From an optimization exercise on the open Yosys and OpenROAD flow, aimed at small area; shortcuts taken in it are not production practice. The RTL was checked by simulation tests, not by an equivalence proof against the original design.

// axis_xgmii_tx
module axis_xgmii_tx (
    input  logic        clk,
    input  logic        rst,
    input  logic [63:0] tdata_i,
    input  logic [7:0]  tkeep_i,
    input  logic        tvalid_i,
    input  logic        tlast_i,
    input  logic        tuser_i,
    output logic        tready_o,
    output logic [63:0] xgmii_d_o,
    output logic [7:0]  xgmii_c_o
);
For scale: roughly 170 flip-flops, ~150 I/O pins, about 12000 sq um of cells after synthesis.
==> flow/config.mk <==
export PLATFORM = sky130hd
export DESIGN_NAME = axis_xgmii_tx
export DESIGN_NICKNAME = axis_xgmii_tx
export VERILOG_FILES = /design/flow/design.v
export SDC_FILE = /design/flow/constraint.sdc
export NUM_CORES = 4
export LEC_CHECK = 0
export CAP_MARGIN = 20
export CORE_MARGIN = 2
export CORE_UTILIZATION = 55
export CTS_BUF_LIST = sky130_fd_sc_hd__clkbuf_8
export GPL_TIMING_DRIVEN = 1
export SETUP_SLACK_MARGIN = 0.05
export SLEW_MARGIN = 20
export SYNTH_HIERARCHICAL = 1
==> flow/constraint.sdc <==
create_clock -name core_clock -period 9.0 [get_ports {clk}]
set_input_delay 1.8000 -clock core_clock [delete_from_list [all_inputs] [get_ports {clk}]]
set_output_delay 1.8000 -clock core_clock [all_outputs]
set_load 0.01 [all_outputs]
standard.sh (not shown) runs the stock make flow with config.mk's settings and CLKGATE_MAP_FILE= SYNTH_SCRIPT=/design/flow/synth_recipe.tcl, a recipe that flattens the netlist after the stock synthesis.
==> flow/flow/run.sh <==
#!/bin/bash
# Layout: the standard flow (standard synthesis unchanged), with the input and
# output port buffers made of the smallest plain buffer cell.
set -euo pipefail
export BUFFER_PORTS_ARGS="-buffer_cell sky130_fd_sc_hd__buf_1"
bash standard.sh > standard_flow.log 2>&1
The baseline passed the timing, design-rule and antenna checks.
Rerun with:
CORE_UTILIZATION = 48   (was 55)
The new run passed the timing, design-rule and antenna checks.
Final area rose slightly.
Worst setup slack gets better by 0.036 ns.
Wire length increases by a few percent.
Critical path depth is higher by 3.
Synthesized area does not change.
Die area increases by about a fifth.
Worst hold slack stays flat.
Global-route usage came out lower by 3.7 points.
Sequential cell count does not change.
Non-clock buffer count is higher by 4.
Rerun with:
CORE_UTILIZATION = 55   (was 48)
SETUP_SLACK_MARGIN = 0.0   (was 0.05)
Outcome:
- The new run produced a clean layout
- clock-buffer cell count is unchanged
- via count rises by 0.44%
- wire length falls by 3.4%
- global-route usage rises by 3.9 points

* * *

== main ==
axis_xgmii_tx, a different RTL version from the one above (not shown whole).
Size: about 1,100 cells after synthesis, roughly 170 flip-flops, roughly 150 I/O pins.
==> flow/config.mk <==
export PLATFORM = sky130hd
export DESIGN_NAME = axis_xgmii_tx
export DESIGN_NICKNAME = axis_xgmii_tx
export VERILOG_FILES = /design/flow/design.v
export SDC_FILE = /design/flow/constraint.sdc
export NUM_CORES = 4
export LEC_CHECK = 0
export CAP_MARGIN = 20
export CORE_MARGIN = 2
export CORE_UTILIZATION = 55
export CTS_BUF_LIST = sky130_fd_sc_hd__clkbuf_8
export CTS_CLUSTER_DIAMETER = 100
export CTS_CLUSTER_SIZE = 20
export GPL_TIMING_DRIVEN = 1
export SETUP_SLACK_MARGIN = 0.05
export SLEW_MARGIN = 20
export SYNTH_HIERARCHICAL = 1
==> flow/constraint.sdc <==
create_clock -name core_clock -period 9.0 [get_ports {clk}]
set_input_delay 1.8000 -clock core_clock [delete_from_list [all_inputs] [get_ports {clk}]]
set_output_delay 1.8000 -clock core_clock [all_outputs]
set_load 0.01 [all_outputs]
Scripts as last shown in full above: flow/flow/run.sh
Looking at the reports, main completed the entire flow and the layout it produced met the timing, design-rule and antenna checks.
## Diff of input files: the feature branch against main
- CTS_CLUSTER_SIZE removed (was 20)
- CTS_CLUSTER_DIAMETER removed (was 100)
Notes after the runs:
- The feature branch went all the way through the flow, and no timing, DRC or antenna check failed.
- Reported for the feature branch and main, number of global-route vias before repair turned out identical to the last digit.
- For met2 wirelength from detailed routing, the feature branch and main come out practically identical.
- Final area: main vs the feature branch — no meaningful difference
- Iteration count of the initial detailed-routing pass came out exactly the same in the feature branch and main.
- The feature branch against main: period utilization was more or less identical; die area about even.
- main -> the feature branch: post-route core utilization delta 0, exact match
- In terms of post-CTS setup buffer count, the feature branch and main differ only marginally.

* * *

Setup of red:
axis_xgmii_tx, a different RTL version from the one above (not shown whole).
Size: roughly 1200 cells after synthesis, about 150 I/O pins, roughly 13000 sq um of cells after synthesis.
==> flow/config.mk <==
export PLATFORM = sky130hd
export DESIGN_NAME = axis_xgmii_tx
export DESIGN_NICKNAME = axis_xgmii_tx
export VERILOG_FILES = /design/flow/design.v
export SDC_FILE = /design/flow/constraint.sdc
export NUM_CORES = 4
export LEC_CHECK = 0
export CAP_MARGIN = 20
export CORE_MARGIN = 2
export CORE_UTILIZATION = 40
export CTS_BUF_LIST = sky130_fd_sc_hd__clkbuf_8
export GPL_TIMING_DRIVEN = 1
export SETUP_SLACK_MARGIN = 0.05
export SLEW_MARGIN = 20
export SYNTH_HIERARCHICAL = 1
==> flow/constraint.sdc <==
create_clock -name core_clock -period 9.0 [get_ports {clk}]
set_input_delay 1.8000 -clock core_clock [delete_from_list [all_inputs] [get_ports {clk}]]
set_output_delay 1.8000 -clock core_clock [all_outputs]
set_load 0.01 [all_outputs]
Scripts as last shown in full above: flow/flow/run.sh
--- input diff red..green ---
Settings: swapping 40 for 68 in CORE_UTILIZATION.
Results
- Ratio of final minimum period to clock period: green vs red up 1.1 points
- [compare] base=red new=green: final area shrank by 360 sq um.

* * *

Starting RTL as in the previous note.
Design axis_xgmii_tx, start of the top module:
module axis_xgmii_tx (
    input  logic        clk,
    input  logic        rst,
    input  logic [63:0] tdata_i,
    input  logic [7:0]  tkeep_i,
    input  logic        tvalid_i,
    input  logic        tlast_i,
    input  logic        tuser_i,
    output logic        tready_o,
    output logic [63:0] xgmii_d_o,
    output logic [7:0]  xgmii_c_o
);
export LEC_CHECK = 0
export CAP_MARGIN = 20
export CORE_MARGIN = 2
export CORE_UTILIZATION = 40
export CTS_BUF_LIST = sky130_fd_sc_hd__clkbuf_8
export GPL_TIMING_DRIVEN = 0
export SETUP_SLACK_MARGIN = 0.05
export SLEW_MARGIN = 20
export SYNTH_HIERARCHICAL = 1
create_clock -name core_clock -period 9.0 [get_ports {clk}]
Scripts as last shown in full above: flow/flow/run.sh
The baseline passed the timing, design-rule and antenna checks.
Change:
CELL_PAD_IN_SITES_DETAIL_PLACEMENT = 0   (was default)
CELL_PAD_IN_SITES_GLOBAL_PLACEMENT = 0   (was default)
CORE_UTILIZATION = 55   (was 40)
GPL_TIMING_DRIVEN = 1   (was 0)
PLACE_DENSITY = 0.75   (was default)
After rerunning: The new run produced a clean layout; via count grows by 4.2%; worst hold slack is about the same; setup slack improves by 0.072 ns; synthesized area stays the same; cell area shrinks by 4.5%.
Change:
==> flow/flow/run.sh (replaced) <==
#!/bin/bash
# Layout: the standard flow (standard synthesis unchanged), with the port buffers made of
# the smallest plain buffer and downsizing where slack allows.
set -euo pipefail
export BUFFER_PORTS_ARGS="-buffer_cell sky130_fd_sc_hd__buf_1"
export RECOVER_POWER=100
bash standard.sh > standard_flow.log 2>&1
CELL_PAD_IN_SITES_DETAIL_PLACEMENT = default   (was 0)
CELL_PAD_IN_SITES_GLOBAL_PLACEMENT = default   (was 0)
CORE_UTILIZATION = 40   (was 55)
GPL_TIMING_DRIVEN = 0   (was 1)
PLACE_DENSITY = default   (was 0.75)
What happened: The new run ran to the end with violations: capacitance limit, slew limit. Setup slack loses 0.096 ns. Hold slack stays flat. Clock skew rose by 0.0035 ns. Non-clock buffer count fell by 45. Flip-flop and latch count stays the same. Final area rose by a few percent. Core utilization fell by 15 points. Critical path depth is unchanged. Count of clock-buffer cells in the layout rose by 2.

-- static timing again, ports no longer ideal --
In the flow no input, the clock included, has a driving cell. The finished layouts below were timed again as built, in two steps. Step 1 assumes that a clkbuf_16 drives the clock port and a buf_2 every other input. Step 2 moves the port delays by t, midway between the first and last clock arrival at a register: inputs arrive t later, outputs are due t later. That takes back most of the time a late clock gives input paths. a / b / c = ideal ports / drivers / drivers and shift; a / b = the first two.
run	t, ns	setup WS [ns]	clock arrival spread, ns
the first run of note 1	0.508	0.366 / 0.366 / 0.366	0.020 / 0.019
the second run of note 1	0.521	0.403 / 0.403 / 0.403	0.023 / 0.022
the third run of note 1	0.519	0.363 / 0.363 / 0.363	0.014 / 0.014
main	0.506	0.608 / 0.608 / 0.608	0.013 / 0.013
the feature branch	0.506	0.608 / 0.608 / 0.608	0.013 / 0.013
red	0.538	0.422 / 0.422 / 0.422	0.023 / 0.024
green	0.520	0.325 / 0.325 / 0.325	0.017 / 0.017
the first run of note 4	0.549	0.348 / 0.348 / 0.348	0.027 / 0.027
the second run of note 4	0.518	0.420 / 0.420 / 0.420	0.023 / 0.023
the third run of note 4	0.548	0.324 / 0.324 / 0.324	0.027 / 0.027
